This is an optimization exercise on Yosys and OpenROAD, whose aim is a short achievable clock period and few clock cycles per item, not a production implementation. Where RTL was checked, it was by simulation tests only, not by an equivalence proof against the original. Function not checked in runs 4 and 5: the RTL went through the layout flow alone. The flow treats the clock pin as an ideal source. Dropping or thinning the clock tree relies on that and would not hold on a real chip. No activity file was given, so power comes from the tool's default toggle rates.

File: flow/design.v
`default_nettype none
package wb_pkg;
	localparam int ADDR_W = 32;
	localparam int DATA_W = 64;
	localparam int OFFSET_W = 3;
	localparam int ID_W = 4;
	localparam int LINE_W = ADDR_W + DATA_W;
	typedef logic [ADDR_W-1:0] addr_t;
	typedef logic [DATA_W-1:0] data_t;
	typedef logic [ID_W-1:0] axi_id_t;
	typedef enum logic {
		WBQ_IDLE,	 
		WBQ_READY	 
	} wbq_state_t;
endpackage
`default_nettype wire
`default_nettype none
module wb_subsys (
	input  logic            clk,
	input  logic            rst_n,
	input  logic            evict_i,
	input  wb_pkg::addr_t   evict_addr_i,
	input  wb_pkg::data_t   evict_data_i,
	output logic            evict_afull_o,
	output wb_pkg::axi_id_t awid_o,
	output wb_pkg::addr_t   awaddr_o,
	output logic            awvalid_o,
	input  logic            awready_i,
	output wb_pkg::axi_id_t wid_o,
	output wb_pkg::data_t   wdata_o,
	output logic            wvalid_o,
	input  logic            wready_i
);
	localparam int AW = wb_pkg::ADDR_W - wb_pkg::OFFSET_W;	 
	localparam int LW = AW + wb_pkg::DATA_W;
	logic [LW-1:0] slot0_q;
	logic [LW-1:0] slot1_q;
	logic          wptr_q;	 
	logic          rptr_q;	 
	logic          c0_q;	 
	logic          c1_q;	 
	logic          c2_q;	 
	logic [1:0]    wen_q;	 
	logic          afull_q;
	logic          ov_q;
	logic [LW-1:0] o_q;
	logic          rst_q;	 
	logic [LW-1:0] in_line;
	logic [LW-1:0] head;
	logic [LW-1:0] src;
	logic          load;
	logic          c0_l, c1_l, c2_l, c0_h, c1_h, c2_h;	 
	logic          c0_ls, c1_ls, c2_ls, c0_hs, c1_hs, c2_hs;	 
	logic          c0_d, c1_d, c2_d;
	logic          wptr_d;
	logic          rptr_d;
	logic          ov_d;
	assign in_line = {evict_addr_i[wb_pkg::ADDR_W-1:wb_pkg::OFFSET_W], evict_data_i};
	assign head    = rptr_q ? slot1_q : slot0_q;
	assign load = !ov_q || (awready_i && wready_i);
	assign src  = c0_q ? in_line : head;
	assign c0_l  = c0_q || c1_q;
	assign c1_l  = c2_q;
	assign c2_l  = 1'b0;
	assign c0_ls = c0_q;
	assign c1_ls = c1_q || c2_q;
	assign c2_ls = 1'b0;
	assign c0_h  = c0_q;
	assign c1_h  = c1_q;
	assign c2_h  = c2_q;
	assign c0_hs = 1'b0;
	assign c1_hs = c0_q;
	assign c2_hs = c1_q || c2_q;
	always_comb begin
		case ({load, evict_i})
			2'b11:   {c0_d, c1_d, c2_d} = {c0_ls, c1_ls, c2_ls};
			2'b10:   {c0_d, c1_d, c2_d} = {c0_l, c1_l, c2_l};
			2'b01:   {c0_d, c1_d, c2_d} = {c0_hs, c1_hs, c2_hs};
			default: {c0_d, c1_d, c2_d} = {c0_h, c1_h, c2_h};
		endcase
	end
	assign wptr_d = wptr_q ^ (evict_i && !c2_q && !(load && c0_q));
	assign rptr_d = rptr_q ^ (load && !c0_q);
	assign ov_d   = load ? (!c0_q || evict_i) : 1'b1;
	always_ff @(posedge clk) begin
		if (!rst_n) begin
			wptr_q  <= 1'b0;
			rptr_q  <= 1'b0;
			c0_q    <= 1'b1;
			c1_q    <= 1'b0;
			c2_q    <= 1'b0;
			wen_q   <= 2'b01;
			afull_q <= 1'b0;
			ov_q    <= 1'b0;
		end else begin
			wptr_q  <= wptr_d;
			rptr_q  <= rptr_d;
			c0_q    <= c0_d;
			c1_q    <= c1_d;
			c2_q    <= c2_d;
			wen_q   <= c2_d ? 2'b00 : (wptr_d ? 2'b10 : 2'b01);
			afull_q <= !c0_d;
			ov_q    <= ov_d;
		end
	end
	always_ff @(posedge clk) begin
		if (wen_q[0]) slot0_q <= in_line;
		if (wen_q[1]) slot1_q <= in_line;
	end
	localparam int BK = wb_pkg::DATA_W + 2;	 
	always_ff @(posedge clk) begin
		rst_q <= rst_n;
	end
	always_ff @(posedge clk) begin
		if (!rst_q) o_q[BK-1 -: 2] <= '0;
		else if (load) o_q[BK-1 -: 2] <= src[BK-1 -: 2];
	end
	always_ff @(posedge clk) begin
		if (load) begin
			o_q[LW-1:BK]             <= src[LW-1:BK];
			o_q[wb_pkg::DATA_W-1:0]  <= src[wb_pkg::DATA_W-1:0];
		end
	end
	assign evict_afull_o = afull_q;
	assign awvalid_o     = ov_q;
	assign wvalid_o      = ov_q;
	assign awid_o        = wb_pkg::axi_id_t'(o_q[wb_pkg::DATA_W +: 2]);
	assign wid_o         = wb_pkg::axi_id_t'(o_q[wb_pkg::DATA_W +: 2]);
	assign awaddr_o      = {o_q[wb_pkg::DATA_W +: AW], {wb_pkg::OFFSET_W{1'b0}}};
	assign wdata_o       = o_q[wb_pkg::DATA_W-1:0];
endmodule
`default_nettype wire
File: flow/flow/run.sh
#!/bin/bash
# The standard layout, except that the clock tree built by CTS loses its middle stage and its
# root buffer is split in four, all fed by the clock port (see post_cts.tcl).
set -euo pipefail
here=$(pwd)
export FLOW_NROOT=4
export FLOW_INV="sky130_fd_sc_hd__clkinv_16 sky130_fd_sc_hd__clkinv_16"
bash standard.sh SKIP_CTS_REPAIR_TIMING=1 POST_CTS_TCL="$here/flow/post_cts.tcl" finish > "$here/orfs_make.log" 2>&1 || {
  tail -40 "$here/orfs_make.log"
  exit 1
}
ls -l out/final.def
File: flow/flow/flatten_ctree.tcl
# Take the buffers between the clock tree's root buffer and its leaf buffers out, so the
# root buffer drives the leaf buffers directly: one stage less of insertion delay.
proc flatten_clock_tree {} {
  set block [ord::get_db_block]
  set port_net [[$block findBTerm clk] getNet]
  set roots {}
  foreach it [$port_net getITerms] { lappend roots [$it getInst] }
  set removed 0
  foreach root $roots {
    set rnet [[$root findITerm X] getNet]
    set mids {}
    foreach it [$rnet getITerms] {
      if {[$it isInputSignal] || [$it getIoType] eq "INPUT"} {
        set inst [$it getInst]
        if {[string match "sky130_fd_sc_hd__clkbuf*" [[$inst getMaster] getName]]} { lappend mids $inst }
      }
    }
    foreach mid $mids {
      set mnet [[$mid findITerm X] getNet]
      set loads {}
      foreach it [$mnet getITerms] {
        if {[$it getInst] ne $mid} { lappend loads $it }
      }
      # CTS's dummy loads (cells whose outputs drive nothing) only balance the tree: drop them
      set kept {}
      foreach it $loads {
        set inst [$it getInst]
        set drives 0
        foreach o [$inst getITerms] {
          if {[$o isOutputSignal] && [$o getNet] ne "NULL"} { set drives 1 }
        }
        if {$drives} {
          lappend kept $it
        } else {
          foreach o [$inst getITerms] { if {[$o getNet] ne "NULL"} { $o disconnect } }
          odb::dbInst_destroy $inst
          puts "flatten_clock_tree: removed dummy load"
        }
      }
      set loads $kept
      # only a buffer that drives other clock buffers is a middle stage
      set all_bufs 1
      foreach it $loads {
        if {![string match "sky130_fd_sc_hd__clkbuf*" [[[$it getInst] getMaster] getName]]} { set all_bufs 0 }
      }
      if {!$all_bufs} continue
      foreach it $loads { $it disconnect; $it connect $rnet }
      [$mid findITerm X] disconnect
      [$mid findITerm A] disconnect
      odb::dbInst_destroy $mid
      odb::dbNet_destroy $mnet
      incr removed
    }
  }
  puts "flatten_clock_tree: removed $removed middle clock buffers"
}
File: flow/flow/inv_tree.tcl
# Replace the clock tree's root and leaf buffers with inverters: every clock path then has
# two single-stage inverters in place of two two-stage buffers, and the same polarity.
proc invert_clock_tree {rootm leafm} {
  set block [ord::get_db_block]
  set db [ord::get_db]
  set port_net [[$block findBTerm clk] getNet]
  set roots {}
  set leaves {}
  foreach it [$port_net getITerms] {
    set r [$it getInst]
    lappend roots $r
    foreach it2 [[[$r findITerm X] getNet] getITerms] {
      set l [$it2 getInst]
      if {$l ne $r} { lappend leaves $l }
    }
  }
  foreach inst [concat $roots $leaves] {
    set m [expr {[lsearch -exact $roots $inst] >= 0 ? $rootm : $leafm}]
    set a [[$inst findITerm A] getNet]
    set x [[$inst findITerm X] getNet]
    set name [$inst getName]
    set loc [$inst getLocation]
    odb::dbInst_destroy $inst
    set n [odb::dbInst_create $block [$db findMaster $m] $name]
    [$n findITerm A] connect $a
    [$n findITerm Y] connect $x
    $n setLocation [lindex $loc 0] [lindex $loc 1]
    $n setPlacementStatus PLACED
  }
  puts "invert_clock_tree: [llength $roots] roots, [llength $leaves] leaves"
}
File: flow/flow/post_cts.tcl
# Runs at the end of ORFS's CTS step (POST_CTS_TCL), with CTS's own timing repair skipped:
# make the clock tree one stage shallower, then repair timing as the CTS step would.
set here [file dirname [file normalize [info script]]]
source $here/flatten_ctree.tcl
source $here/split_root.tcl
source $here/inv_tree.tcl

flatten_clock_tree
split_clock_root $::env(FLOW_NROOT)
if {$::env(FLOW_INV) ne ""} { invert_clock_tree {*}$::env(FLOW_INV) }
detailed_placement
estimate_parasitics -placement
report_clock_latency
repair_timing_helper
detailed_placement
check_placement -verbose
estimate_parasitics -placement
report_clock_latency
report_worst_slack
File: flow/flow/split_root.tcl
# Split the clock root buffer into NROOT buffers, each driving the leaf buffers nearest to it,
# all driven by the clock port, so that each root buffer drives a lighter, shorter net.
proc split_clock_root {nroot} {
  set block [ord::get_db_block]
  set port_net [[$block findBTerm clk] getNet]
  set its [$port_net getITerms]
  if {[llength $its] != 1} { puts "split_clock_root: port drives [llength $its] pins, skipped"; return }
  set root [[lindex $its 0] getInst]
  set master [$root getMaster]
  set rnet [[$root findITerm X] getNet]
  set leaves {}
  foreach it [$rnet getITerms] {
    if {[$it getInst] ne $root} { lappend leaves $it }
  }
  # order the leaves by angle around their centre and cut the order into nroot runs
  set sx 0; set sy 0
  foreach it $leaves { set b [[$it getInst] getBBox]; set sx [expr {$sx + (([$b xMin]+[$b xMax])/2)}]; set sy [expr {$sy + (([$b yMin]+[$b yMax])/2)}] }
  set n [llength $leaves]
  set cx [expr {double($sx) / $n}]; set cy [expr {double($sy) / $n}]
  set keyed {}
  foreach it $leaves {
    set b [[$it getInst] getBBox]
    lappend keyed [list [expr {atan2((([$b yMin]+[$b yMax])/2) - $cy, (([$b xMin]+[$b xMax])/2) - $cx)}] $it]
  }
  set keyed [lsort -real -index 0 $keyed]
  for {set g 0} {$g < $nroot} {incr g} {
    set lo [expr {$g * $n / $nroot}]; set hi [expr {($g + 1) * $n / $nroot}]
    if {$hi <= $lo} continue
    set grp {}
    for {set i $lo} {$i < $hi} {incr i} { lappend grp [lindex [lindex $keyed $i] 1] }
    if {$g == 0} {
      set buf $root; set net $rnet
    } else {
      set buf [odb::dbInst_create $block $master "clkbuf_root_${g}_clk"]
      set net [odb::dbNet_create $block "clknet_root_${g}_clk"]
      $net setSigType CLOCK
      [$buf findITerm A] connect $port_net
      [$buf findITerm X] connect $net
      foreach it $grp { $it disconnect; $it connect $net }
    }
    set gx 0; set gy 0
    foreach it $grp { set b [[$it getInst] getBBox]; set gx [expr {$gx + (([$b xMin]+[$b xMax])/2)}]; set gy [expr {$gy + (([$b yMin]+[$b yMax])/2)}] }
    set gx [expr {int($gx / [llength $grp])}]; set gy [expr {int($gy / [llength $grp])}]
    $buf setLocation $gx $gy
    $buf setPlacementStatus PLACED
  }
  puts "split_clock_root: $n leaf buffers under $nroot root buffers"
}
File: flow/standard.sh
#!/bin/bash
# synth_recipe.tcl (not shown) runs the flow's synth.tcl, then flattens the netlist and writes it again
# the make line also repeats each setting of config.mk as NAME=value (left out here)
make -C /OpenROAD-flow-scripts/flow DESIGN_CONFIG=/design/flow/config.mk WORK_HOME=/design/flow/orfs CLKGATE_MAP_FILE= SYNTH_SCRIPT=/design/flow/synth_recipe.tcl "${@:-finish}"
File: flow/config.mk
export PLATFORM = sky130hd
export DESIGN_NAME = wb_subsys
export DESIGN_NICKNAME = wb_subsys
export VERILOG_FILES = /design/flow/design.v
export SDC_FILE = /design/flow/constraint.sdc
export NUM_CORES = 4
export LEC_CHECK = 0
export CAP_MARGIN = 20
export CORE_MARGIN = 2
export CORE_UTILIZATION = 40
export CTS_CLUSTER_DIAMETER = 80
export CTS_CLUSTER_SIZE = 30
export SETUP_SLACK_MARGIN = 4.0
export SLEW_MARGIN = 20
File: flow/constraint.sdc
create_clock -name core_clock -period 5.5 [get_ports {clk}]
set_input_delay 1.1000 -clock core_clock [delete_from_list [all_inputs] [get_ports {clk}]]
set_output_delay 1.1000 -clock core_clock [all_outputs]
set_load 0.01 [all_outputs]
==> impl_metrics.toml, run 1 <==
[global_route]
grt_max_degree = 75
grt_pass1_wl_um = 34400
antenna_found_initial = 2
gr-total-overflow = 0
grt_pass1_vias = 5865
grt_usage_pct = 16.0

[finish]
register_area_um2 = 8590
multi_input_area_um2 = 2050
drive_gt1_share_pct = 30.5
design_area_um2 = 13300
fillers = 2307
syn_to_final_growth_pct = 23.3
final-instance-count-excl-fill = 1194
layout.nets = 948

[synth]
ys_seq_area_share_pct = 79.3
avgSynthCellArea_um2 = 16.8
ys_warn_count = 1
ys_types = 33
yosys.area.top_type_share_pct = 77.1
synthCells = 643
synth-seq-cells = 289
synth_area_um2 = 10800
yosysTopAreaCell = "edfxtp_1"
netlist_top_cells_area = "edfxtp_1, mux2i_1, nand2_1, o21ai_0, dfxtp_1"

[die]
die_h_um = 168
num_rows = 60
die-width_um = 168
dieArea_um2 = 28300
pin_count = 208
start_util_pct = 40.4
coreArea_um2 = 26700

[detailed_routing]
vias_per_cell = 4.91
wl_per_cell_um = 19.0
drt_wl_total_um = 22600
ant_nets = 0
drc_errors = 0
route.vias.total = 5865
drt_iter0_drc = 363
dr.pass1.iters = 5

[place]
dp_cells = 1148
numPortBuffers = 197
place_congestion = 0.716
dpl_worst_slack_ps = 2690
placed_area_um2 = 13100
dp_hpwl_um = 12400

[min_path]
min_from = "rst_q"
hold_end = "o_q[65]"
hold_depth = 2
hold_path_class = "flop to flop"

[critical_path]
start_kind = "input pin"
r2r-end = "wen_q[1]"
setup.worst_path.end_class = "flop"
critPathMaxFanout = 25
r2r_slack_ps = 3780
worst_r2r_path_depth = 4
worst_ep_arrival_time_ps = 1830
cp.required_ps = 5430
critPathKind = "input pin to flop"

[timing]
rsz0062_at_grt = "yes"
holdWs_ps = 490
hold_viol = 0
finalWorstSetupSlack_ps = 3600
skew_ps = 38.1
max_freq_mhz = 526
setup_violations = 0
slew_viol_final = 0
setup_tns_ps = 0
fin_crit_sh_pct = 34.6
post-route-min-period_ps = 1900

[power_and_ir_drop]
leakage_nw = 4.92
pwr_density_cell_nw_per_um2 = 319
ir_drop_mv = 0.165

[clock_tree]
clkTransAtPathRegs_ps = 70
clk_latency_ps = 180
cts.sinks = 289

[outcome]
outcome = "timing/DRC/antenna clean"

[job]
cap_violations = 0
[layout by cell type, fill, tap and decap left out, types with 10 or more instances in the layout]
| cell | synthesis | routed |
|---|---|---|
| buf_6 | 2 | 12 |
| mux2i_1 | 94 | 94 |
| nand2_1 | 93 | 88 |
| clkinv_16 | 0 | 15 |
| clkdlybuf4s15_2 | 0 | 17 |
| dlygate4sd2_1 | 0 | 10 |
| buf_12 | 0 | 13 |
| edfxtp_1 | 277 | 277 |
| o21ai_1 | 31 | 54 |
| buf_2 | 4 | 140 |
| clkbuf_2 | 0 | 16 |
| o21ai_0 | 63 | 38 |
[how the worst max path moves through the flow]
stage	startpoint	to	slack [ps]	depth (start not counted)
6_report	wready_i	o_q[78]	3600	6
5_1_grt	wready_i	flop	3580	7
3_5_place_dp	wready_i	ov_q	2690	5
3_3_place_gp	wready_i	ov_q	2720	5
2_1_floorplan	wready_i	wen_q[1]	3480	3
[power breakdown]
| group | switching [W] | internal [W] |
|---|---|---|
| clock | 0.000837 | 0.000245 |
| sequential | 0.0000676 | 0.00262 |
| combinational | 0.000271 | 0.000200 |
[per-stage QoR]
step / power [W] / utilization, %
after global routing: 0.00444 / 49.8
after global placement: 0.00323 / 48.8
final: 0.00424 / 49.8
after detailed placement: 0.00325 / 48.9
after floorplan: 0.00295 / -
[routing by layer]
metal,part of all wire [%],track usage (%),vias up,wire length [µm]
li1,-,-,2801,-
met1,43,21.2,2878,9810
met2,49,26.9,168,11200
met3,6.3,4.44,16,1440
met4,0.89,2.85,2,202
met5,0.057,0,-,13
[area by class of cell, clock buffers not listed]
type | count | share of cell area, %
Antenna cell | 1 | 0.0188
Clock inverter | 6 | 0.386
Inverter | 17 | 3.56
Multi-Input combinational cell | 314 | 15.4
Sequential cell | 289 | 64.5
Tap cell | 341 | 3.21
Timing Repair Buffer | 220 | 12.2
Timing Repair inverter | 5 | 0.668
[sequential cells by signal (all words and copies together) (netlist names), named ones only]
signal,flops
afull_q,1
c1_q,1
c2_q,1
o_q,93
ov_q,1
rptr_q,1
rst_q,1
slot0_q,93
slot1_q,93
wen_q,2
wptr_q,1
[critical path, cell delays in order]
cell and delay (ps):
buf_8 100, a21boi_4 180, buf_12 140, buf_4 100, buf_6 120, inv_16 70
[cells in the mapped netlist]
| library cell | n |
|---|---|
| edfxtp_1 | 277 |
| o211a_1 | 1 |
| nand2b_2 | 1 |
| a21boi_2 | 1 |
| buf_6 | 2 |
| nor4_2 | 1 |
| o31ai_1 | 1 |
| o21ai_0 | 63 |
| o221a_1 | 1 |
| or3_1 | 1 |
| mux2i_1 | 94 |
| nand3_1 | 4 |
| nor3_1 | 1 |
| nor2b_1 | 1 |
| buf_4 | 21 |
| buf_1 | 8 |
| buf_2 | 4 |
| o21a_1 | 2 |
| and2b_1 | 1 |
| mux2_2 | 2 |
| o31a_1 | 1 |
| dfxtp_1 | 12 |
| inv_2 | 1 |
| a31oi_1 | 1 |
| conb_1 | 1 |
| clkbuf_1 | 9 |
| o211ai_1 | 1 |
| o21ai_1 | 31 |
| nor2_1 | 1 |
| a21oi_1 | 3 |
| and3_4 | 1 |
| nand2_1 | 93 |
| inv_1 | 1 |
[cell families (layout without fill, tap and decap cells)]
kind of cell           Yosys count  count (layout)  synth area share, %
AOI/OAI and AO/OA              106             106                 5.22
buffers and inverters           46             249                 2.52
DFF                            289             289                 79.3
muxes                           96              96                 8.93
other                            1               8               0.0348
and+or+nand+nor                105             105                 3.99
Testbench counts, summed over its fixed seeds: cycles 16,016, items 16,000.
==> run 2: changes to the inputs <==
--- a/flow/config.mk
+++ b/flow/config.mk
@@ -10,5 +10,5 @@
 export CORE_UTILIZATION = 40
 export CTS_CLUSTER_DIAMETER = 80
 export CTS_CLUSTER_SIZE = 30
-export SETUP_SLACK_MARGIN = 4.0
+export SETUP_SLACK_MARGIN = 3.8
 export SLEW_MARGIN = 20
==> impl_metrics.toml, run 2 <==
[outcome]
outcome = "timing/DRC/antenna clean"

[clock_tree]
clk_latency_ps = 180
clkTransAtPathRegs_ps = 70
cts.sinks = 289

[finish]
final_cell_mix = "edfxtp_1, mux2i_1, dlygate4sd2_1, nand2_1, buf_2"
layout.nets = 949
fin_util_pct = 50.6
drive_gt1_share_pct = 20.7
syn_to_final_growth_pct = 25.2
final-instance-count-excl-fill = 1200
largest_registers = "o_q: 93 flops, slot0_q: 93 flops, slot1_q: 93 flops"
layout_commonest_cell = "edfxtp_1"

[critical_path]
slowest_delay_ps = 170
cp_num_buf_inv = 5
worst_ep_arrival_time_ps = 1820
cp.depth = 6
cpLargestDelayFamily = "buffers and inverters"
cp_slowest_cell = "buf_12"
critPathKind = "input pin to flop"
cp.required_ps = 5440
setup.worst_path.end_class = "flop"
start_kind = "input pin"
worst_r2r_path_depth = 1
critPathMaxFanout = 12
path_cells = "buf_8, a21boi_4, buf_12, buf_4, buf_8, inv_8"
crit_top_cell = "buf_8"

[timing]
post-route-min-period_ps = 1880
slew_viol_final = 0
skew_ps = 18.3
hold_viol = 0
slew-limit-headroom_pct = 63.1
setup_tns_ps = 0
max_freq_mhz = 532
setup_violations = 0
rsz0062_at_grt = "yes"
finalWorstSetupSlack_ps = 3620
tightest_slew_ps = 553
fin_crit_sh_pct = 34.2

[synth]
netlist_top_cells_area = "edfxtp_1, mux2i_1, nand2_1, o21ai_0, dfxtp_1"
avgSynthCellArea_um2 = 16.8
ys_types = 33
synthArstFlopShare_pct = 0
ys.flop_type = "edfxtp_1"
synth-seq-cells = 289
synthCells = 643
ys_seq_area_share_pct = 79.3
synth_area_um2 = 10800
synth_top_cells_by_count = "edfxtp_1, mux2i_1, nand2_1"
ys_warn_count = 1
synth_edf_count = 277
synth.most_common_cell = "edfxtp_1"
yosys.area.top_type_share_pct = 77.1
yosysTopAreaCell = "edfxtp_1"

[detailed_routing]
vias_per_cell = 4.97
route.vias.total = 5965
drc_errors = 0
drt_wl_total_um = 23700
dr.pass1.iters = 4
ant_nets = 0
wl_per_cell_um = 19.8
drt_iter0_drc = 480

[die]
dieArea_um2 = 28300
die_h_um = 168
die-width_um = 168
pin_count = 208
num_rows = 60
start_util_pct = 40.4
coreArea_um2 = 26700

[place]
dp_hpwl_um = 12600
numPortBuffers = 197
place_congestion = 0.701
dpl_worst_slack_ps = 2670
dp_cells = 1147

[min_path]
hold_path_class = "flop to flop"
hold_depth = 2

[global_route]
grt_pass1_vias = 6062
antenna_found_initial = 4
grt_max_degree = 92
grt_pass1_wl_um = 35700
gr-total-overflow = 0
grt_usage_pct = 16.8

[job]
cap_violations = 0

[power_and_ir_drop]
leakage_nw = 5.02
pwr_density_cell_nw_per_um2 = 323
ir_drop_mv = 0.244
[run 2: path summary, 6_finish.rpt]
path	from	endpoint	slack [ps]
max reg2reg	wen_q[0]	slot0_q[90]	3960
min reg2reg	rst_q	o_q[65]	510
min	rst_q	o_q[65]	510
max	awready_i	o_q[62]	3620
[run 2: layout make-up, clock buffers not listed]
class | count | area, µm²
tap | 341 | 427
clock inverter | 7 | 80.1
antenna | 4 | 10.0
sequential | 289 | 8590
inverter | 18 | 504
fill | 2289 | 13200
multi-input combinational | 314 | 2040
timing repair buffer | 220 | 1770
timing repair inverter | 5 | 78.8
[run 2: stage by stage]
step	power, W	hold slack, ps	instance area, µm²
after detailed placement	0.00325	506	13000
after global routing	0.00455	520	13500
after floorplan	0.00295	467	10900
final	0.00436	505	13500
after global placement	0.00323	502	13000
[run 2: report_power, final]
group	internal, W	switching (W)	total, W
sequential	0.00262	0.0000685	0.00269
combinational	0.000197	0.000271	0.000467
clock	0.000288	0.000913	0.00120
[run 2: kinds of logic after synthesis]
| group | Yosys count | share of synthesized area, % |
|---|---|---|
| mux | 96 | 8.93 |
| other cells | 1 | 0.0348 |
| simple gates | 105 | 3.99 |
| flops | 289 | 79.3 |
| compound gates | 106 | 5.22 |
| buf+inv | 46 | 2.52 |
[run 2: per-layer routing]
layer / track usage (%) / up-vias / share of wire [%]
li1: - / 2808 / -
met2: 28.3 / 160 / 49
met5: 0 / - / 0
met3: 3.39 / 23 / 4.8
met1: 22.1 / 2974 / 44
met4: 5.21 / 0 / 1.9
==> run 3: changes to the inputs <==
--- a/flow/flow/run.sh
+++ b/flow/flow/run.sh
@@ -1,6 +1,9 @@
 #!/bin/bash
-# The standard layout, except that the clock tree built by CTS loses its middle stage and its
-# root buffer is split in four, all fed by the clock port (see post_cts.tcl).
+# The standard layout, except for the clock tree (see post_cts.tcl): the tree CTS builds loses
+# its middle stage, its root buffer is split in four, all fed by the clock port, and its root
+# and leaf buffers become inverters (two inversions on every clock path, as before, but two
+# single-stage cells in place of two two-stage buffers). The whole flow's output goes to
+# orfs_make.log; each step's own log is under orfs/logs/.
 set -euo pipefail
 here=$(pwd)
 export FLOW_NROOT=4
--- a/flow/flow/post_cts.tcl
+++ b/flow/flow/post_cts.tcl
@@ -1,5 +1,6 @@
 # Runs at the end of ORFS's CTS step (POST_CTS_TCL), with CTS's own timing repair skipped:
-# make the clock tree one stage shallower, then repair timing as the CTS step would.
+# make the clock tree one stage shallower (and, with FLOW_INV, of inverters), then repair
+# timing as the CTS step would.
 set here [file dirname [file normalize [info script]]]
 source $here/flatten_ctree.tcl
 source $here/split_root.tcl
==> impl_metrics.toml, run 3 <==
[power_and_ir_drop]
comb_power_share_pct = 10.7
finalPower_w = 0.00436
p_sw_share_pct = 28.7
clockPowerShare_pct = 27.6
ir_drop_mv = 0.244
leakage_nw = 5.02
internal_power_w = 0.00311
p_seq_share_pct = 61.7
p_switching_w = 0.00125
pwr_density_cell_nw_per_um2 = 323

[finish]
largest_registers = "o_q: 93 flops, slot0_q: 93 flops, slot1_q: 93 flops"
fillers = 2289
drive_gt1_share_pct = 20.7
final_cell_mix = "edfxtp_1, mux2i_1, dlygate4sd2_1, nand2_1, buf_2"
layout_commonest_cell = "edfxtp_1"
syn_to_final_growth_pct = 25.2
layout.nets = 949

[critical_path]
critPathMaxFanout = 12
setup.worst_path.end_class = "flop"
start_kind = "input pin"
critPathKind = "input pin to flop"
cp.required_ps = 5440
worst_ep_arrival_time_ps = 1820

[synth]
ys_seq_area_share_pct = 79.3
ys.flop_type = "edfxtp_1"
synthCells = 643
synth-seq-cells = 289
yosysTopAreaCell = "edfxtp_1"
ys_warn_count = 1
synthArstFlopShare_pct = 0
synth_top_cells_by_count = "edfxtp_1, mux2i_1, nand2_1"
synth.most_common_cell = "edfxtp_1"
synth_edf_count = 277
netlist_top_cells_area = "edfxtp_1, mux2i_1, nand2_1, o21ai_0, dfxtp_1"
avgSynthCellArea_um2 = 16.8
synth_area_um2 = 10800
ys_types = 33
yosys.area.top_type_share_pct = 77.1

[timing]
setup_violations = 0
holdWs_ps = 505
rsz0062_at_grt = "yes"
setup_tns_ps = 0
fin_crit_sh_pct = 34.2
skew_ps = 18.3
slew_viol_final = 0
tightest_slew_ps = 553
hold_viol = 0
slew-limit-headroom_pct = 63.1
max_freq_mhz = 532
post-route-min-period_ps = 1880

[die]
start_util_pct = 40.4
die-width_um = 168
die_h_um = 168
dieArea_um2 = 28300
pin_count = 208
num_rows = 60
coreArea_um2 = 26700

[detailed_routing]
drt_iter0_drc = 480
ant_nets = 0
vias_per_cell = 4.97
route.vias.total = 5965
drc_errors = 0
drt_wl_total_um = 23700
wl_per_cell_um = 19.8
dr.pass1.iters = 4

[global_route]
grt_max_degree = 92
grt_usage_pct = 16.8
gr-total-overflow = 0
grt_pass1_vias = 6062
antenna_found_initial = 4
grt_pass1_wl_um = 35700

[clock_tree]
cts.sinks = 289
clk_latency_ps = 180
clkTransAtPathRegs_ps = 70

[place]
dp_hpwl_um = 12600
numPortBuffers = 197
place_congestion = 0.701

[min_path]
hold_path_class = "flop to flop"

[outcome]
outcome = "timing/DRC/antenna clean"

[job]
cap_violations = 0
==> run 3: kinds of logic (layout without fill, tap and decap cells) <==
logic type,Yosys count,in the layout,share of synthesized area (%)
muxes,96,96,8.93
DFF,289,289,79.3
other,1,11,0.0348
AOI/OAI and AO/OA,106,106,5.22
buffers and inverters,46,252,2.52
and+or+nand+nor,105,105,3.99
==> run 3: final timing paths <==
path	slack (ps)	cells past startpoint	endpoint	from
max reg2reg	3960	1	slot0_q[90]	wen_q[0]
min reg2reg	510	2	o_q[65]	rst_q
max	3620	6	o_q[62]	awready_i
min	510	2	o_q[65]	rst_q
==> run 3: power groups by stage <==
stage          clock network (W)  logic (W)  registers, W
2_1_floorplan                  0   0.000166       0.00278
3_3_place_gp                   0   0.000473       0.00276
3_5_place_dp                   0   0.000484       0.00277
5_1_grt                  0.00133   0.000512       0.00271
6_report                 0.00120   0.000467       0.00269
==> run 3: per-stage QoR <==
step,cells,util (%),setup WS (ps),cell area [µm²]
global placement,1147,48.8,2700,13000
finish,1200,50.6,3620,13500
floorplan,649,-,3480,10900
detailed placement,1147,48.8,2670,13000
global route,1199,50.5,3570,13500
==> run 3: cell type report, clock buffers not listed <==
| type | count | area, µm² | area share, % |
|---|---|---|---|
| antenna | 4 | 10.0 | 0.0741 |
| clock inverter | 7 | 80.1 | 0.593 |
| inverter | 18 | 504 | 3.73 |
| multi-input combinational | 314 | 2040 | 15.1 |
| sequential | 289 | 8590 | 63.5 |
| tap | 341 | 427 | 3.16 |
| timing repair buffer | 220 | 1770 | 13.1 |
| timing repair inverter | 5 | 78.8 | 0.583 |
==> run 3: per-layer routing <==
metal / vias to the layer above / track usage (%) / wire length, µm
met1: 2974 / 22.1 / 10400
met5: - / 0 / 0
li1: 2808 / - / -
met4: 0 / 5.21 / 439
met2: 160 / 28.3 / 11700
met3: 23 / 3.39 / 1150
==> run 3: worst max-delay path, stage by stage <==
cell and delay (ps):
buf_8 100, a21boi_4 160, buf_12 170, buf_4 120, buf_8 110, inv_8 60
==> run 4: changes to the inputs <==
==> flow/design.v (replaced) <==
`default_nettype none
package wb_pkg;
	localparam int ADDR_W = 32;
	localparam int DATA_W = 64;
	localparam int OFFSET_W = 3;
	localparam int ID_W = 4;
	localparam int LINE_W = ADDR_W + DATA_W;
	typedef logic [ADDR_W-1:0] addr_t;
	typedef logic [DATA_W-1:0] data_t;
	typedef logic [ID_W-1:0] axi_id_t;
	typedef enum logic {
		WBQ_IDLE,	 
		WBQ_READY	 
	} wbq_state_t;
endpackage
`default_nettype wire
`default_nettype none
module wb_subsys (
	input  logic            clk,
	input  logic            rst_n,
	input  logic            evict_i,
	input  wb_pkg::addr_t   evict_addr_i,
	input  wb_pkg::data_t   evict_data_i,
	output logic            evict_afull_o,
	output wb_pkg::axi_id_t awid_o,
	output wb_pkg::addr_t   awaddr_o,
	output logic            awvalid_o,
	input  logic            awready_i,
	output wb_pkg::axi_id_t wid_o,
	output wb_pkg::data_t   wdata_o,
	output logic            wvalid_o,
	input  logic            wready_i
);
	localparam int AW = wb_pkg::ADDR_W - wb_pkg::OFFSET_W;	 
	localparam int LW = AW + wb_pkg::DATA_W;
	localparam int NS = 3;	 
	logic [LW-1:0] slot_q [NS];
	logic [NS-1:0] rptr_q;	 
	logic [NS-1:0] wptr_q;	 
	logic [NS-1:0] wen_q;	 
	logic [NS:0]   cnt_q;	 
	logic          ov_q;	 
	logic          afull_q;	 
	logic [LW-1:0] o_q;	 
	logic [LW-1:0] in_line;
	logic [LW-1:0] head0;	 
	logic [LW-1:0] head1;	 
	logic [LW-1:0] next_if_hs;
	logic [LW-1:0] next_if_stall;
	logic          hs;
	logic          pop;
	logic          push;
	logic [NS:0]   cnt_d;
	logic [NS-1:0] rptr_d;
	logic [NS-1:0] wptr_d;
	assign in_line = {evict_addr_i[wb_pkg::ADDR_W-1:wb_pkg::OFFSET_W], evict_data_i};
	always_comb begin
		head0 = '0;
		head1 = '0;
		for (int k = 0; k < NS; k++) begin
			head0 = head0 | ({LW{rptr_q[k]}} & slot_q[k]);
			head1 = head1 | ({LW{rptr_q[k]}} & slot_q[(k + 1) % NS]);
		end
	end
	assign hs   = awready_i && wready_i;	 
	assign pop  = hs && ov_q;
	assign push = evict_i && !cnt_q[NS];
	assign next_if_hs    = (cnt_q[2] || cnt_q[3]) ? head1 : in_line;
	assign next_if_stall = ov_q ? head0 : in_line;
	always_comb begin
		case ({push, pop})
			2'b10:   cnt_d = {cnt_q[NS-1:0], 1'b0};
			2'b01:   cnt_d = {1'b0, cnt_q[NS:1]};
			default: cnt_d = cnt_q;
		endcase
	end
	assign rptr_d = pop  ? {rptr_q[NS-2:0], rptr_q[NS-1]} : rptr_q;
	assign wptr_d = push ? {wptr_q[NS-2:0], wptr_q[NS-1]} : wptr_q;
	always_ff @(posedge clk) begin
		if (!rst_n) begin
			rptr_q  <= NS'(1);
			wptr_q  <= NS'(1);
			wen_q   <= NS'(1);
			cnt_q   <= (NS+1)'(1);
			ov_q    <= 1'b0;
			afull_q <= 1'b0;
		end else begin
			rptr_q  <= rptr_d;
			wptr_q  <= wptr_d;
			wen_q   <= cnt_d[NS] ? '0 : wptr_d;
			cnt_q   <= cnt_d;
			ov_q    <= !cnt_d[0];
			afull_q <= cnt_d[2] || cnt_d[3];
		end
	end
	always_ff @(posedge clk) begin
		for (int k = 0; k < NS; k++) begin
			if (wen_q[k]) slot_q[k] <= in_line;
		end
	end
	always_ff @(posedge clk) begin
		o_q <= hs ? next_if_hs : next_if_stall;
	end
	assign evict_afull_o = afull_q;
	assign awvalid_o     = ov_q;
	assign wvalid_o      = ov_q;
	assign awid_o        = wb_pkg::axi_id_t'(o_q[wb_pkg::DATA_W +: 2]);
	assign wid_o         = wb_pkg::axi_id_t'(o_q[wb_pkg::DATA_W +: 2]);
	assign awaddr_o      = {o_q[wb_pkg::DATA_W +: AW], {wb_pkg::OFFSET_W{1'b0}}};
	assign wdata_o       = o_q[wb_pkg::DATA_W-1:0];
endmodule
`default_nettype wire
==> flow/flow/run.sh (replaced) <==
#!/bin/bash
# The standard layout, except that the clock tree built by CTS loses its middle stage and its
# root buffer is split in four, all fed by the clock port (see post_cts.tcl).
set -euo pipefail
here=$(pwd)
export FLOW_NROOT=4
export FLOW_INV="sky130_fd_sc_hd__clkinv_16 sky130_fd_sc_hd__clkinv_16"
bash standard.sh SKIP_CTS_REPAIR_TIMING=1 POST_CTS_TCL="$here/flow/post_cts.tcl" finish > "$here/orfs_make.log" 2>&1 || {
  tail -40 "$here/orfs_make.log"
  exit 1
}
ls -l out/final.def
--- a/flow/flow/post_cts.tcl
+++ b/flow/flow/post_cts.tcl
@@ -1,6 +1,5 @@
 # Runs at the end of ORFS's CTS step (POST_CTS_TCL), with CTS's own timing repair skipped:
-# make the clock tree one stage shallower (and, with FLOW_INV, of inverters), then repair
-# timing as the CTS step would.
+# make the clock tree one stage shallower, then repair timing as the CTS step would.
 set here [file dirname [file normalize [info script]]]
 source $here/flatten_ctree.tcl
 source $here/split_root.tcl
--- a/flow/config.mk
+++ b/flow/config.mk
@@ -10,5 +10,5 @@
 export CORE_UTILIZATION = 40
 export CTS_CLUSTER_DIAMETER = 80
 export CTS_CLUSTER_SIZE = 30
-export SETUP_SLACK_MARGIN = 3.8
+export SETUP_SLACK_MARGIN = 3.6
 export SLEW_MARGIN = 20
==> impl_metrics.toml, run 4 <==
[synth]
synth.most_common_cell = "edfxtp_1"
yosysTopAreaCell = "edfxtp_1"
avgSynthCellArea_um2 = 12.6
ys_warn_count = 2
ys.flop_type = "edfxtp_1"
synth_area_um2 = 16500
synthCells = 1313
synth-seq-cells = 387
ys_seq_area_share_pct = 63.9
netlist_top_cells_area = "edfxtp_1, dfxtp_1, a311o_1, a22o_1, a22oi_1"
yosys.area.top_type_share_pct = 50.8
synth_edf_count = 279
synth_top_cells_by_count = "edfxtp_1, dfxtp_1, nand2_1"
synthArstFlopShare_pct = 0
ys_types = 29

[die]
die_h_um = 207
num_rows = 74
pin_count = 208
die-width_um = 207
dieArea_um2 = 42900
coreArea_um2 = 40700
start_util_pct = 40.5

[critical_path]
cp.required_ps = 5670
critPathKind = "input pin to flop"
start_kind = "input pin"
worst_ep_arrival_time_ps = 2200
critPathMaxFanout = 8
setup.worst_path.end_class = "flop"

[outcome]
outcome = "timing/DRC/antenna clean"

[global_route]
grt_pass1_vias = 11719
grt_max_degree = 109
grt_usage_pct = 21.3
grt_pass1_wl_um = 70400
antenna_found_initial = 10
gr-total-overflow = 0

[min_path]
hold_path_class = "flop to flop"

[finish]
layout_commonest_cell = "edfxtp_1"
fin_util_pct = 48.7
largest_registers = "slot_q: 279 flops, o_q: 93 flops, cnt_q: 4 flops"
fillers = 3575
multi_input_area_um2 = 5210
register_area_um2 = 10600
drive_gt1_share_pct = 16.9
final_cell_mix = "edfxtp_1, nand2_1, o21ai_1, a22oi_1, nor2_1"
layout.nets = 1558
largest_reg_flops = 279
largest-register = "slot_q"
design_area_um2 = 19900
syn_to_final_growth_pct = 20.3

[power_and_ir_drop]
finalPower_w = 0.00639
p_sw_share_pct = 34.1
leakage_nw = 6.98
comb_power_share_pct = 13.8
internal_power_w = 0.00421
p_seq_share_pct = 55.2
ir_drop_mv = 0.243
clockPowerShare_pct = 31.0
pwr_density_cell_nw_per_um2 = 322
p_switching_w = 0.00218

[timing]
setup_tns_ps = 0
hold_viol = 0
setup_violations = 0
max_freq_mhz = 492
skew_ps = 35.1
slew-limit-headroom_pct = 45.9
finalWorstSetupSlack_ps = 3470
slew_viol_final = 0
post-route-min-period_ps = 2030
fin_crit_sh_pct = 37.0
tightest_slew_ps = 811
rsz0062_at_grt = "yes"

[detailed_routing]
ant_nets = 0
wl_per_cell_um = 23.7
vias_per_cell = 5.99
dr.pass1.iters = 5
route.vias.total = 12048
drt_wl_total_um = 47600
drc_errors = 0
drt_iter0_drc = 1114

[place]
numPortBuffers = 197
placed_area_um2 = 18500
dp_hpwl_um = 21800
dpl_worst_slack_ps = 2140
place_congestion = 0.706

[clock_tree]
clkTransAtPathRegs_ps = 70
cts.sinks = 387
clk_latency_ps = 260

[job]
cap_violations = 0
-- run 4: logic make-up after synthesis --
| group | synth area share [%] |
|---|---|
| compound gates | 25.1 |
| fa+ha+maj | 0.152 |
| buf+inv | 5.54 |
| flops | 63.9 |
| mux | 0.364 |
| other cells | 0.0227 |
| simple gates | 4.96 |
-- run 4: final timing paths --
path,start,endpoint,slack (ps),cells after the start
worst min register to register,wptr_q[0],wptr_q[0],510,2
worst max-delay path,wready_i,o_q[64],3470,7
worst max register to register,rptr_q[0],o_q[88],3600,4
worst min-delay path,wptr_q[0],wptr_q[0],510,2
-- run 4: power groups by stage --
stage          registers (W)  clock network, W  logic [W]
6_report             0.00352           0.00198   0.000884
5_1_grt              0.00355           0.00218   0.000961
3_5_place_dp         0.00361                 0   0.000874
3_3_place_gp         0.00361                 0   0.000861
2_1_floorplan        0.00362                 0   0.000420
-- run 4: worst max-delay path, cell delays in order --
cell       delay [ps]
buf_12            110
and2_4            170
buf_12            130
buf_12            150
clkbuf_16         170
a311o_1           270
o21ai_1            70
-- run 4: cell type report, clock buffers not listed --
| type | count | area share [%] |
|---|---|---|
| Tap cell | 532 | 3.35 |
| Timing Repair Buffer | 244 | 11.6 |
| Inverter | 28 | 3.85 |
| Clock inverter | 18 | 1.47 |
| Antenna cell | 6 | 0.0756 |
| Multi-Input combinational cell | 794 | 26.2 |
| Sequential cell | 387 | 53.4 |
-- run 4: through the flow --
| stage | std cells | hold slack (ps) |
|---|---|---|
| final | 2010 | 510 |
| after global routing | 2009 | 533 |
| after detailed placement | 1923 | 490 |
| after global placement | 1923 | 483 |
| after floorplan | 1319 | 457 |
-- run 4: metal layers --
layer	part of all wire (%)	up-vias	global-route usage [%]	wire length, µm
li1	-	5469	-	-
met2	48	424	35.2	22900
met5	0.071	-	0	34
met4	2.0	6	6.33	936
met3	6.1	66	3.85	2880
met1	44	6083	28.6	20900
==> run 5: changes to the inputs <==
--- a/flow/flow/run.sh
+++ b/flow/flow/run.sh
@@ -4,7 +4,7 @@
 set -euo pipefail
 here=$(pwd)
 export FLOW_NROOT=4
-export FLOW_INV="sky130_fd_sc_hd__clkinv_16 sky130_fd_sc_hd__clkinv_16"
+export FLOW_INV=""
 bash standard.sh SKIP_CTS_REPAIR_TIMING=1 POST_CTS_TCL="$here/flow/post_cts.tcl" finish > "$here/orfs_make.log" 2>&1 || {
   tail -40 "$here/orfs_make.log"
   exit 1
==> impl_metrics.toml, run 5 <==
[outcome]
outcome = "timing/DRC/antenna clean"

[synth]
ys.flop_type = "edfxtp_1"
ys_seq_area_share_pct = 63.9
avgSynthCellArea_um2 = 12.6
ys_warn_count = 2
synthCells = 1313
synth_area_um2 = 16500
ys_types = 29
netlist_top_cells_area = "edfxtp_1, dfxtp_1, a311o_1, a22o_1, a22oi_1"
synth_top_cells_by_count = "edfxtp_1, dfxtp_1, nand2_1"
synth.most_common_cell = "edfxtp_1"
synth_edf_count = 279
yosys.area.top_type_share_pct = 50.8
synthArstFlopShare_pct = 0
synth-seq-cells = 387
yosysTopAreaCell = "edfxtp_1"

[timing]
rsz0062_at_grt = "yes"
slew-limit-headroom_pct = 46.0
skew_ps = 33.2
holdWs_ps = 514
setup_tns_ps = 0
post-route-min-period_ps = 1940
setup_violations = 0
fin_crit_sh_pct = 35.3
slew_viol_final = 0
tightest_slew_ps = 810
hold_viol = 0
max_freq_mhz = 515

[power_and_ir_drop]
ir_drop_mv = 0.238
leakage_nw = 7.21
pwr_density_cell_nw_per_um2 = 325

[global_route]
grt_max_degree = 109
antenna_found_initial = 4
grt_usage_pct = 20.8
grt_pass1_vias = 11617
gr-total-overflow = 0
grt_pass1_wl_um = 69200

[clock_tree]
clk_latency_ps = 360
cts_tree = "yes"
cts.sinks = 387
clkTransAtPathRegs_ps = 100

[job]
cap_violations = 0

[detailed_routing]
drt_wl_total_um = 50300
wl_per_cell_um = 25.0
drc_errors = 0
dr.pass1.iters = 5
ant_nets = 0
drt_iter0_drc = 1124
route.vias.total = 12213
vias_per_cell = 6.08

[critical_path]
start_kind = "flop"
cp.depth = 1
cp.required_ps = 4400
worst_r2r_path_depth = 4
cp_num_buf_inv = 1
cp_slowest_cell = "dfxtp_4"
cpLargestDelayFamily = "flip-flops"
setup.worst_path.end_class = "output port"
critPathMaxFanout = 4
critPathKind = "flop to output port"
slowest_delay_ps = 400
worst_ep_arrival_time_ps = 840
path_cells = "buf_6"

[finish]
multi_input_area_um2 = 5190
largest_reg_flops = 279
syn_to_final_growth_pct = 23.7
layout_commonest_cell = "edfxtp_1"
final_cell_mix = "edfxtp_1, nand2_1, a22oi_1, nor2_1"
largest_registers = "slot_q: 279 flops, o_q: 93 flops, cnt_q: 4 flops"
largest-register = "slot_q"
fillers = 3490
final-instance-count-excl-fill = 2010
layout.nets = 1563
design_area_um2 = 20400
drive_gt1_share_pct = 19.6
register_area_um2 = 10700

[die]
num_rows = 74
die-width_um = 207
coreArea_um2 = 40700
die_h_um = 207
pin_count = 208
start_util_pct = 40.5
dieArea_um2 = 42900

[min_path]
hold_path_class = "flop to flop"
hold_depth = 2

[place]
dp_hpwl_um = 21800
place_congestion = 0.706
dp_cells = 1923
numPortBuffers = 197
placed_area_um2 = 18500
-- run 5: cell counts after synthesis --
Identical to the previous run, type by type.
-- run 5: layout make-up, clock buffers not listed --
| cell class | count | area share, % |
|---|---|---|
| inverter | 3 | 0.0674 |
| antenna | 1 | 0.0123 |
| timing repair buffer | 249 | 14.5 |
| tap | 532 | 3.26 |
| sequential | 387 | 52.2 |
| clock inverter | 18 | 1.43 |
| multi-input combinational | 794 | 25.4 |
| buffer | 3 | 0.368 |
-- run 5: where the power goes --
part | switching (W) | internal, W | leakage, nW
clock network | 0.00113 | 0.000954 | 0.441
logic | 0.000543 | 0.000461 | 3.20
registers | 0.000152 | 0.00340 | 3.57
-- run 5: path summary, 6_finish.rpt --
| kind | from | to | slack [ps] |
|---|---|---|---|
| worst max-delay path | ov_q | wvalid_o | 3560 |
| worst min-delay path | cnt_q[0] | cnt_q[0] | 510 |
| worst max register to register | rptr_q[2] | o_q[39] | 3660 |
| worst min register to register | cnt_q[0] | cnt_q[0] | 510 |
-- run 5: logic make-up (layout without fill, tap and decap cells) --
| group | Yosys count | after routing | synth area share (%) |
|---|---|---|---|
| muxes | 6 | 6 | 0.364 |
| AOI/OAI and AO/OA | 567 | 567 | 25.1 |
| adders and majority gates | 2 | 2 | 0.152 |
| buffers and inverters | 142 | 296 | 5.54 |
| other | 1 | 8 | 0.0227 |
| DFF | 387 | 387 | 63.9 |
| and+or+nand+nor | 208 | 212 | 4.96 |
-- run 5: metal layers --
layer	GRT usage [%]	part of all wire [%]	routed length (µm)	vias to the layer above
li1	-	-	-	5492
met1	27.8	43	21800	6157
met2	34.8	48	24300	498
met3	3.88	6.8	3420	62
met4	5.52	1.6	806	4
met5	0	0.042	21	-
-- run 5: stage by stage --
stage,setup WS [ps],util (%),power (W)
final,3560,50.1,0.00664
after floorplan,3490,-,0.00404
after detailed placement,2140,45.4,0.00449
after global placement,2180,45.4,0.00447
after global routing,3530,50.1,0.00690

[port drivers added, routing unchanged]
How much do the figures lean on ideal ports? The routed layouts below were timed once more, with nothing changed but the port constraints.
Step 1 sets driving cells, clkbuf_16 on the clock port and buf_2 on the other inputs (assumed; they add their load-dependent delay and slew).
Step 2 also shifts input and output timing later by t, the mid clock arrival at the registers, as if the neighbouring blocks saw the same clock.
Three values: ideal, step 1, step 2; two values: the first two.
run	t (ns)	setup WS [ns]	hold WS [ns]	clock arrival spread, ns	pins driven straight from the clock port
run 1	0.385	3.599 / 3.421 / 3.365	0.490 / 0.490 / 0.490	0.041 / 0.051	4
run 2	0.406	3.620 / 3.428 / 3.365	0.505 / 0.506 / 0.506	0.022 / 0.023	4
run 3	0.406	3.620 / 3.428 / 3.365	0.505 / 0.506 / 0.506	0.022 / 0.023	4
run 4	0.484	3.466 / 3.375 / 3.178	0.510 / 0.511 / 0.511	0.037 / 0.038	4
run 5	0.458	3.557 / 3.441 / 3.193	0.514 / 0.514 / 0.514	0.033 / 0.033	4
After both steps every run listed still meets setup and hold. The setup slack of run 5, which loses most, moves by -0.116 ns with the drivers and by -0.364 ns with both steps.
